This is an optimization exercise on Yosys and OpenROAD, whose aim is small area and a short achievable clock period, not a production implementation. Function was checked by simulation only, so behaviour that the tests miss may differ from the original. No activity file was given, so power comes from the tool's default toggle rates.

==> flow/design.v <==
package fft64_pkg;
    localparam int AW_DEF = 6;
    localparam int N_DEF  = 1 << AW_DEF;
    localparam int DW_DEF = 19;
    typedef enum logic [1:0] {
        ST_IDLE    = 2'd0,
        ST_CAPTURE = 2'd1,
        ST_DRAIN   = 2'd2
    } state_t;
    function automatic logic [15:0] bitrev(input logic [15:0] a, input int w);
        bitrev = '0;
        for (int i = 0; i < 16; i++) begin
            if (i < w) bitrev[i] = a[w - 1 - i];
        end
    endfunction
endpackage
module fft64_frame_ram #(
    parameter int DW = 19,
    parameter int AW = 6
) (
    input  logic              clk,
    input  logic              we,
    input  logic [AW-1:0]     waddr,
    input  logic [2*DW-1:0]   wdata,
    input  logic [AW-1:0]     raddr,
    output logic [2*DW-1:0]   rdata
);
    localparam int N = 1 << AW;
    logic [2*DW-1:0] mem [N];
    always_ff @(posedge clk) begin
        if (we) mem[waddr] <= wdata;
    end
    assign rdata = mem[raddr];
endmodule
module fft64_result_collector
#(
    parameter int DW     = fft64_pkg::DW_DEF,
    parameter int AW     = fft64_pkg::AW_DEF,
    parameter bit BITREV = 1'b0
) (
    input  logic          CLK,
    input  logic          RST,
    input  logic          ED,
    input  logic          RDY,
    input  logic [AW-1:0] ADDR,
    input  logic [DW-1:0] DOR,
    input  logic [DW-1:0] DOI,
    input  logic          OVF1,
    input  logic          OVF2,
    output logic          M_VALID,
    input  logic          M_READY,
    output logic [DW-1:0] M_DR,
    output logic [DW-1:0] M_DI,
    output logic [AW-1:0] M_IDX,
    output logic          M_LAST,
    output logic [1:0]    M_OVF,
    output logic          BUSY,
    output logic [7:0]    DROP_CNT
);
    fft64_pkg::state_t          state;
    logic [AW-1:0]   wr_cnt;
    logic [AW:0]     rd_ptr;      
    logic [1:0]      frame_ovf;
    logic [AW-1:0]   wr_addr;
    logic [2*DW-1:0] rd_data;
    logic            we;
    logic            drop;
    logic            load;
    logic            hs;
    assign wr_addr = BITREV ? AW'(fft64_pkg::bitrev(16'(ADDR), AW)) : ADDR;
    assign we      = ED && ((state == fft64_pkg::ST_IDLE) ? RDY : (state == fft64_pkg::ST_CAPTURE));
    assign drop    = ED && RDY && (state != fft64_pkg::ST_IDLE);
    assign load    = (state == fft64_pkg::ST_DRAIN) && (!M_VALID || M_READY) && !rd_ptr[AW];
    assign hs      = M_VALID && M_READY;
    assign BUSY    = (state != fft64_pkg::ST_IDLE);
    fft64_frame_ram #(.DW(DW), .AW(AW)) u_ram (
        .clk   (CLK),
        .we    (we),
        .waddr (wr_addr),
        .wdata ({DOR, DOI}),
        .raddr (rd_ptr[AW-1:0]),
        .rdata (rd_data)
    );
    always_ff @(posedge CLK or posedge RST) begin
        if (RST) begin
            state     <= fft64_pkg::ST_IDLE;
            wr_cnt    <= '0;
            rd_ptr    <= '0;
            frame_ovf <= '0;
            M_VALID   <= 1'b0;
            M_DR      <= '0;
            M_DI      <= '0;
            M_IDX     <= '0;
            M_LAST    <= 1'b0;
            M_OVF     <= '0;
            DROP_CNT  <= '0;
        end else begin
            if (drop && (DROP_CNT != 8'hFF)) DROP_CNT <= DROP_CNT + 8'd1;
            case (state)
                fft64_pkg::ST_IDLE: begin
                    if (ED && RDY) begin
                        wr_cnt    <= AW'(1);
                        frame_ovf <= {OVF2, OVF1};
                        state     <= fft64_pkg::ST_CAPTURE;
                    end
                end
                fft64_pkg::ST_CAPTURE: begin
                    if (ED) begin
                        if (RDY) begin
                            wr_cnt    <= AW'(1);
                            frame_ovf <= {OVF2, OVF1};
                        end else begin
                            wr_cnt    <= wr_cnt + 1'b1;
                            frame_ovf <= frame_ovf | {OVF2, OVF1};
                            if (wr_cnt == {AW{1'b1}}) begin
                                state  <= fft64_pkg::ST_DRAIN;
                                rd_ptr <= '0;
                            end
                        end
                    end
                end
                fft64_pkg::ST_DRAIN: begin
                    if (load) begin
                        M_DR    <= rd_data[2*DW-1:DW];
                        M_DI    <= rd_data[DW-1:0];
                        M_IDX   <= rd_ptr[AW-1:0];
                        M_LAST  <= (rd_ptr[AW-1:0] == {AW{1'b1}});
                        M_OVF   <= frame_ovf;
                        M_VALID <= 1'b1;
                        rd_ptr  <= rd_ptr + 1'b1;
                    end else if (hs) begin
                        M_VALID <= 1'b0;
                    end
                    if (hs && M_LAST) state <= fft64_pkg::ST_IDLE;
                end
                default: state <= fft64_pkg::ST_IDLE;
            endcase
        end
    end
endmodule
==> flow/run.sh <==
#!/bin/bash
# synth_recipe.tcl (not shown) runs the flow's synth.tcl, then flattens the netlist and writes it again
# the make line also repeats each setting of config.mk as NAME=value (left out here)
make -C /OpenROAD-flow-scripts/flow DESIGN_CONFIG=/design/flow/config.mk WORK_HOME=/design/flow/orfs CLKGATE_MAP_FILE= SYNTH_SCRIPT=/design/flow/synth_recipe.tcl finish
==> flow/config.mk <==
export PLATFORM = sky130hd
export DESIGN_NAME = fft64_result_collector
export DESIGN_NICKNAME = fft64_result_collector
export VERILOG_FILES = /design/flow/design.v
export SDC_FILE = /design/flow/constraint.sdc
export NUM_CORES = 4
export LEC_CHECK = 0
export CAP_MARGIN = 20
export CORE_MARGIN = 2
export CORE_UTILIZATION = 40
export SLEW_MARGIN = 20
==> flow/constraint.sdc <==
create_clock -name core_clock -period 4.0 [get_ports {CLK}]
set_input_delay 0.8000 -clock core_clock [delete_from_list [all_inputs] [get_ports {CLK}]]
set_output_delay 0.8000 -clock core_clock [all_outputs]
set_load 0.01 [all_outputs]
==> impl_metrics.env, run 1 <==
export IMPL_status="timing/DRC/antenna clean"
export IMPL_grt_pass1_wl_um=351800
export IMPL_fin_cells=8132
export IMPL_drv_slew=0
export IMPL_fin_area_mm2=0.1107
export IMPL_worst_path_max_delay_cell="a2111oi_0"
export IMPL_crit_required_ns=4.77
export IMPL_clock_latency_ns=0.87
export IMPL_leakagePower_nw=34.45
export IMPL_synth_distinct_cells=57
export IMPL_place_hpwl_um=155800
export IMPL_post_cts_buffers=0
export IMPL_synth_most_common_cell="edfxtp_1"
export IMPL_drtAntennaViolNets=0
export IMPL_syn2layout_area_growth_pct=15.63
export IMPL_fin_tns_setup_ns=0
export IMPL_num_rows=179
export IMPL_hold_viol_final=0
export IMPL_synth_area_leaders="edfxtp_1 (76%), mux4_2 (13%), mux2i_1 (2.1%)"
export IMPL_slew_headroom_pct=23.11
export IMPL_via_per_inst=5.773
export IMPL_yosys_register_bits=2505
export IMPL_antenna_found_initial=22
export IMPL_layout_drive_gt1_share_pct=27.38
export IMPL_hp_class="primary input to flop"
export IMPL_arrival_ns=4.36
export IMPL_cts_sinks=2505
export IMPL_nets=4808
export IMPL_dp_slack_ns=0.2046
export IMPL_syn_area_mm2=0.09572
export IMPL_place_congestion=0.8189
export IMPL_cp_common_cell="buf_12"
export IMPL_grt_pass1_vias=46440
export IMPL_fin_crit_sh_pct=89.74
export IMPL_ctsHtreeMaxLevel=4
export IMPL_synth_edf_count=2432
export IMPL_die_x_um=493.2
export IMPL_cts_tree="done"
export IMPL_power_total_mw=69.95
export IMPL_critPathLaunchType="flop"
export IMPL_cts_buffer_depth=3
export IMPL_avgRoutedWirePerCell_um=30.41
export IMPL_pwr_density_cell_mw_per_mm2=632.0
export IMPL_drt_wl_total_um=247300
export IMPL_path_class="flop to flop"
export IMPL_avgSynthCellArea_um2=22.05
export IMPL_yosysWarnings=2
export IMPL_setup_viol=0
export IMPL_fmax_mhz=278.6
export IMPL_fin_skew_ns=0.03201
export IMPL_synthCells=4340
export IMPL_global_route_usage_total_pct=20.17
export IMPL_worstPathCellList="buf_12, buf_12, buf_12, buf_4, mux2i_1, a2111oi_0, buf_4, nor4_1, a21oi_1"
export IMPL_synthTopCellsByCount="edfxtp_1 (2432), mux4_2 (545), mux2i_1 (200)"
export IMPL_drv_cap=0
export IMPL_critPathMaxFanout=35
export IMPL_drtIter0Drc=5507
export IMPL_yosysSeqAreaShare_pct=78.21
export IMPL_endpoint_kind="flop"
export IMPL_postCtsHoldBufs=0
export IMPL_io_buffer_count=107
export IMPL_path_clk_slew_ns=0.06
export IMPL_synth_top_cell_area_share_pct=76.30
export IMPL_die_y_um=493.2
export IMPL_vdd_ir_drop_max_uv=580.5
export IMPL_synth_top_area_cell="edfxtp_1"
export IMPL_dp_cells=7684
export IMPL_tightest_slew_ns=1.153
export IMPL_synthesis_nets=4394
export IMPL_cts_made_buffers=235
export IMPL_cts_root_buffer="clkbuf_16"
export IMPL_period_needed_ns=3.590
export IMPL_grt_overflow=0
export IMPL_dr_pass1_iters=18
export IMPL_vias=46950
export IMPL_drc=0
export IMPL_cpPeakStageDelay_ns=0.92
export IMPL_synthArstFlopShare_pct=2.914
export IMPL_ios=108
export IMPL_synth_ff_type="edfxtp_1"
export IMPL_start_util_pct=40.24
export IMPL_setup_ws_ns=0.4103
export IMPL_rsz0062_at_grt="no"
export IMPL_coreArea_mm2=0.2379
export IMPL_post_cts_resized=0
export IMPL_grt_start_max_net_pins=65
export IMPL_placed_cell_area_mm2=0.1031
export IMPL_die_area_mm2=0.2432
[metal layers]
layer  wire [µm]  up-vias  track usage, %  share of wire (%)
met1      106500    25480           29.77                 43
met3       18900      273           3.657                7.6
met5          13        -               0             0.0053
met2      117400     1966           31.58                 47
met4        4503        2           4.049                1.8
li1            -    19230               -                  -
[critical path: cells and delay by family, from the launching register on]
family                 cells  cell delay (ns)
buffers and inverters      5             1.29
AO/OA/AOI/OAI              2             1.07
flip-flops                 1             0.88
multiplexers               1             0.12
AND/OR/NAND/NOR            1             0.05
[kinds of logic after synthesis]
logic type / synth area share, %
simple gates: 1.950
flops: 78.21
xor+xnor: 0.1190
mux: 15.39
compound gates: 2.923
buf+inv: 1.375
fa+ha+maj: 0.03922
[area by class of cell]
cell class | instances | area [µm²]
Multi-Input combinational cell | 1588 | 20050
Clock inverter | 135 | 1325
Timing Repair Buffer | 419 | 4151
Fill cell | 19600 | 127200
Inverter | 5 | 21.27
Clock buffer | 308 | 6286
Tap cell | 3167 | 3963
Antenna cell | 5 | 12.51
Sequential cell | 2505 | 74870
[placed cells by master, fill, tap and decap left out, drive strengths merged, types with 31 or more instances in the layout]
cell / n
a22oi: 72
mux2: 40
dfrtp: 73
nand3: 31
mux2i: 200
nor2: 149
clkinv: 97
clkdlybuf4s50: 69
o22ai: 75
buf: 350
a21oi: 54
edfxtp: 2432
mux4: 545
nand2: 70
clkbuf: 308
a211oi: 36
nor2b: 39
[path summary, 6_finish.rpt]
check,startpoint,endpoint,slack [ns],depth (start not counted)
max in group asynchronous,RST,M_IDX[5],2.75,3
min in group asynchronous,RST,DROP_CNT[5],0.48,2
setup reg to reg,rd_ptr[0],M_DI[17],0.41,9
setup / recovery,rd_ptr[0],M_DI[17],0.41,9
hold / removal,DOI[16],u_ram.mem[14][16],0.33,1
hold reg to reg,frame_ovf[0],M_OVF[0],0.48,2
[stage by stage]
step | hold slack [ns] | utilization [%]
4_1_cts | 0.2658 | 46.53
3_3_place_gp | 0.4610 | 43.32
2_1_floorplan | 0.4391 | -
6_report | 0.3335 | 46.53
5_1_grt | 0.2818 | 46.53
3_5_place_dp | 0.4748 | 43.33
[where the power goes]
part | switching [mW] | internal (mW) | total (mW) | leakage, nW
clock | 9.57 | 12.5 | 22.1 | 3.72
sequential | 0.797 | 29.2 | 30.0 | 22.7
combinational | 9.87 | 8.06 | 17.9 | 8.01
total | 20.2 | 49.7 | 70.0 | 34.5
[registers in the layout, indices dropped and copies added (netlist names)]
name,cells
M_IDX,6
DROP_CNT,8
u_ram.mem,2432
wr_cnt,6
M_LAST,1
frame_ovf,2
M_DI,19
rd_ptr,7
M_OVF,2
M_VALID,1
M_DR,19
state,2
==> run 2, diff against run 1 <==
==> flow/design.v (replaced) <==
module fft64_result_collector (
    input  logic        CLK,
    input  logic        RST,
    input  logic        ED,
    input  logic        RDY,
    input  logic [5:0]  ADDR,
    input  logic [18:0] DOR,
    input  logic [18:0] DOI,
    input  logic        OVF1,
    input  logic        OVF2,
    output logic        M_VALID,
    input  logic        M_READY,
    output logic [18:0] M_DR,
    output logic [18:0] M_DI,
    output logic [5:0]  M_IDX,
    output logic        M_LAST,
    output logic [1:0]  M_OVF,
    output logic        BUSY,
    output logic [7:0]  DROP_CNT
);
    logic        drain;       
    logic [5:0]  cnt;         
    logic [1:0]  frame_ovf;
    logic [37:0] mem [1:63];
    logic [63:0] rsel;        
    logic [5:0]  cnt_d;
    logic capture, we, drop, load, first, ld_rd;
    assign capture = BUSY && !drain;
    assign we      = ED && (BUSY ? !drain : RDY);
    assign drop    = ED && RDY && BUSY;
    assign first   = drain && !M_VALID;
    assign load    = drain && (!M_VALID || (M_READY && !M_LAST));
    assign ld_rd   = drain && M_VALID && M_READY && !M_LAST;
    assign M_OVF   = frame_ovf;
    always_ff @(posedge CLK or posedge RST) begin
        if (RST) begin
            BUSY     <= 1'b0;
            drain    <= 1'b0;
            M_VALID  <= 1'b0;
            DROP_CNT <= 8'd0;
        end else begin
            if (drop && (DROP_CNT != 8'hFF)) DROP_CNT <= DROP_CNT + 8'd1;
            if (!BUSY) begin
                if (ED && RDY) BUSY <= 1'b1;
            end else if (!drain) begin
                if (ED && !RDY && (cnt == 6'd63)) drain <= 1'b1;
            end else begin
                if (load) M_VALID <= 1'b1;
                else if (M_READY && M_LAST) begin
                    M_VALID <= 1'b0;
                    BUSY    <= 1'b0;
                    drain   <= 1'b0;
                end
            end
        end
    end
    always_comb begin
        cnt_d = cnt;
        if (ED && RDY && !(BUSY && drain)) cnt_d = 6'd1;
        else if ((capture && ED) || load)  cnt_d = cnt + 6'd1;
    end
    always_ff @(posedge CLK) begin
        cnt <= cnt_d;
        for (int k = 0; k < 64; k++) rsel[k] <= (cnt_d == 6'(k));
        if (ED && RDY && !(BUSY && drain)) frame_ovf <= {OVF2, OVF1};
        else if (capture && ED)            frame_ovf <= frame_ovf | {OVF2, OVF1};
    end
    always_ff @(posedge CLK) begin
        for (int k = 1; k < 64; k++)
            if (we && (ADDR == 6'(k))) mem[k] <= {DOR, DOI};
    end
    logic [37:0] rd;
    always_comb begin
        rd = '0;
        for (int k = 1; k < 64; k++)
            rd = rd | ({38{rsel[k]}} & mem[k]);
    end
    always_ff @(posedge CLK) begin
        if (we && (ADDR == 6'd0)) {M_DR, M_DI} <= {DOR, DOI};
        else if (ld_rd)           {M_DR, M_DI} <= rd;
        if (load) begin
            M_IDX  <= cnt;
            M_LAST <= (cnt == 6'd63);
        end
    end
endmodule
--- a/flow/config.mk
+++ b/flow/config.mk
@@ -8,4 +8,6 @@
 export CAP_MARGIN = 20
 export CORE_MARGIN = 2
 export CORE_UTILIZATION = 40
+export SETUP_SLACK_MARGIN = 2.0
 export SLEW_MARGIN = 20
+export TNS_END_PERCENT = 5
==> impl_metrics.env, run 2 <==
export IMPL_syn2layout_area_growth_pct=28.61
export IMPL_layout_commonest_cell="edfxtp_1"
export IMPL_die_area_mm2=0.2276
export IMPL_vdd_ir_drop_max_uv=432.9
export IMPL_critPathLaunchType="flop"
export IMPL_postCtsHoldBufs=0
export IMPL_switching_share_pct=23.26
export IMPL_arrival_ns=3.66
export IMPL_tightest_slew_ns=1.142
export IMPL_pwr_density_cell_mw_per_mm2=479.0
export IMPL_global_route_usage_total_pct=37.70
export IMPL_place_congestion=0.8740
export IMPL_ctsHtreeMaxLevel=4
export IMPL_drtAntennaViolNets=0
export IMPL_dr_pass1_iters=10
export IMPL_rsz0062_at_grt="yes"
export IMPL_grt_pass1_wl_um=560500
export IMPL_p_clk_share_pct=40.2
export IMPL_drv_cap=0
export IMPL_cts_made_buffers=236
export IMPL_antenna_found_initial=51
export IMPL_die_x_um=477.1
export IMPL_yosys_register_bits=2521
export IMPL_vias=63910
export IMPL_ios=108
export IMPL_synth_top_area_cell="edfxtp_1"
export IMPL_synth_distinct_cells=51
export IMPL_drc=0
export IMPL_via_per_inst=7.439
export IMPL_synthArstFlopShare_pct=0.4363
export IMPL_fin_tns_setup_ns=0
export IMPL_fin_skew_ns=0.06545
export IMPL_drtIter0Drc=14670
export IMPL_syn_area_mm2=0.08952
export IMPL_crit_required_ns=4.68
export IMPL_die_y_um=477.1
export IMPL_synthTopCellsByCount="edfxtp_1 (2441), a22o_1 (572), a221oi_1 (571)"
export IMPL_fin_crit_sh_pct=74.54
export IMPL_grt_start_max_net_pins=65
export IMPL_final_cell_mix="edfxtp_1 (2441), a22o_1 (552), buf_4 (397), a221oi_1 (278), buf_12 (256)"
export IMPL_largest_register_ffs=2394
export IMPL_cts_tree="done"
export IMPL_coreArea_mm2=0.2223
export IMPL_synth_most_common_cell="edfxtp_1"
export IMPL_p_int_mw=42.32
export IMPL_slew_headroom_pct=23.89
export IMPL_hp_class="primary input to async pin"
export IMPL_place_hpwl_um=207200
export IMPL_largest_register="mem"
export IMPL_critPathMaxFanout=12
export IMPL_cts_root_buffer="clkbuf_16"
export IMPL_synthesis_nets=4532
export IMPL_period_needed_ns=2.981
export IMPL_synth_edf_count=2441
export IMPL_yosysWarnings=2
export IMPL_status="timing/DRC/antenna clean"
export IMPL_avgSynthCellArea_um2=19.99
export IMPL_path_clk_slew_ns=0.07
export IMPL_hold_viol_final=0
export IMPL_setup_viol=0
export IMPL_endpoint_kind="flop"
export IMPL_avgRoutedWirePerCell_um=52.31
export IMPL_start_util_pct=40.27
export IMPL_synthCells=4479
export IMPL_path_class="flop to flop"
export IMPL_drv_slew=0
export IMPL_largestRegisters="mem x2394, rsel x63"
export IMPL_yosysSeqAreaShare_pct=83.73
export IMPL_fmax_mhz=335.4
export IMPL_layout_drive_gt1_share_pct=31.92
export IMPL_p_sw_mw=12.83
export IMPL_grt_overflow=0
export IMPL_cts_sinks=2521
export IMPL_pwr_share_seq_pct=53.1
export IMPL_leakagePower_nw=37.39
export IMPL_num_rows=173
export IMPL_nets=5418
export IMPL_clock_latency_ns=0.93
export IMPL_cts_buffer_depth=3
export IMPL_synth_area_leaders="edfxtp_1 (82%), a22o_1 (5.6%), a221oi_1 (5.6%)"
export IMPL_synth_ff_type="edfxtp_1"
export IMPL_fin_util_pct=51.79
export IMPL_grt_pass1_vias=55810
export IMPL_p_comb_share_pct=6.7
export IMPL_io_buffer_count=107
export IMPL_drt_wl_total_um=449400
export IMPL_synth_top_cell_area_share_pct=81.88
## run 2: cell types whose count changed in the layout (fill, tap and decap cells not counted), moves of 77 or more
cell	change
a221oi_2	+245
mux2i_1	-198
a221oi_1	+271
a22o_1	+548
buf_6	+77
nand4_1	+154
buf_4	+146
buf_12	+184
mux4_2	-545
## run 2: area by class of cell
cell class                      count  area (µm²)
Clock inverter                    133        1167
Clock buffer                      301        6252
Sequential cell                  2521       75200
Multi-Input combinational cell   1680       16850
Timing Repair Buffer              920       11780
Inverter                            6       25.02
Fill cell                       17180      107200
Antenna cell                       55       137.6
Tap cell                         2975        3722
## run 2: kinds of logic after synthesis
kind of cell	after synthesis	share of synthesized area, %
flip-flops	2521	83.73
AO/OA/AOI/OAI	1222	12.00
AND/OR/NAND/NOR	401	2.379
buffers and inverters	280	1.231
multiplexers	41	0.5130
XOR/XNOR	12	0.1174
adder cells (fa/ha/maj)	2	0.02795
## run 2: repair_timing
item,CTS,global route
endpoints found under the setup margin,2590,2598
gates cloned,21,18
gates resized for setup,550,316
pin swaps,117,110
buffers inserted,382,110
## run 2: worst paths after layout
path	startpoint	to	slack, ns	depth (start not counted)
max	rsel[60]	M_DR[6]	1.02	5
min in group core_clock	DOI[5]	mem[38][5]	0.22	1
min reg2reg	DROP_CNT[7]	DROP_CNT[7]	0.51	1
max reg2reg	rsel[60]	M_DR[6]	1.02	5
min	RST	DROP_CNT[7]	0.16	2
max in group asynchronous	RST	drain	3.51	2
## run 2: stage by stage
step | instances | area [µm²] | setup slack, ns | total power [mW] | hold slack [ns]
global route | 8544 | 115000 | 1.181 | 55.85 | 0.2152
finish | 8591 | 115100 | 1.019 | 55.15 | 0.1628
detailed placement | 7571 | 96970 | 0.2947 | 32.44 | 0.4962
global placement | 7571 | 96970 | 0.2972 | 32.42 | 0.4881
floorplan | 4479 | 90080 | 1.362 | 30.88 | 0.4029
CTS | 8408 | 112300 | 1.304 | 54.40 | 0.1552
## run 2: per-layer routing
| layer | vias to the layer above | track usage [%] | wire length [µm] |
|---|---|---|---|
| li1 | 21430 | - | - |
| met1 | 31870 | 45.64 | 137400 |
| met2 | 8370 | 50.71 | 175900 |
| met3 | 2185 | 19.98 | 90140 |
| met4 | 56 | 27.53 | 44890 |
| met5 | - | 0.5882 | 1089 |
## run 2: power by group through the flow
stage | registers, mW | clock network [mW] | logic [mW]
after global placement | 30.0 | 0 | 2.40
final | 29.3 | 22.2 | 3.68
after detailed placement | 30.0 | 0 | 2.42
after global routing | 29.3 | 23.0 | 3.62
after floorplan | 29.8 | 0 | 1.09
after CTS | 29.3 | 21.9 | 3.21
## run 2: worst max-delay path, cell delays in order (launching register included)
cell      delay [ns]
dfxtp_4         0.45
buf_6           0.26
a221oi_4        0.38
nand4_1         0.64
or4_4           0.66
mux2_4          0.30

==> separate check: timing with driven ports <==
How much do the figures lean on ideal ports? The routed layouts below were timed once more, with nothing changed but the port constraints.
Step 1 sets driving cells, clkbuf_16 on the clock port and buf_2 on the other inputs (assumed; they add their load-dependent delay and slew).
Step 2 also shifts input and output timing later by t, the mid clock arrival at the registers, as if the neighbouring blocks saw the same clock.
a / b / c = no drivers / after step 1 / after step 2; a / b = the first two.
run | shift t [ns] | slack for setup (ns) | worst setup path after step 2 | slew at the worst register clock pin (ns) | worst data-port slew with drivers (ns)
run 1 | 0.942 | 0.410 / 0.410 / 0.092 | input to register | 0.07 / 0.07 | 0.15
run 2 | 0.996 | 1.019 / 1.019 / 0.308 | input to register | 0.08 / 0.08 | 0.34
After both steps every run listed still meets setup and hold. For run 2, which loses most, drivers alone change the setup slack by 0.000 ns; drivers and shift together by -0.711 ns.
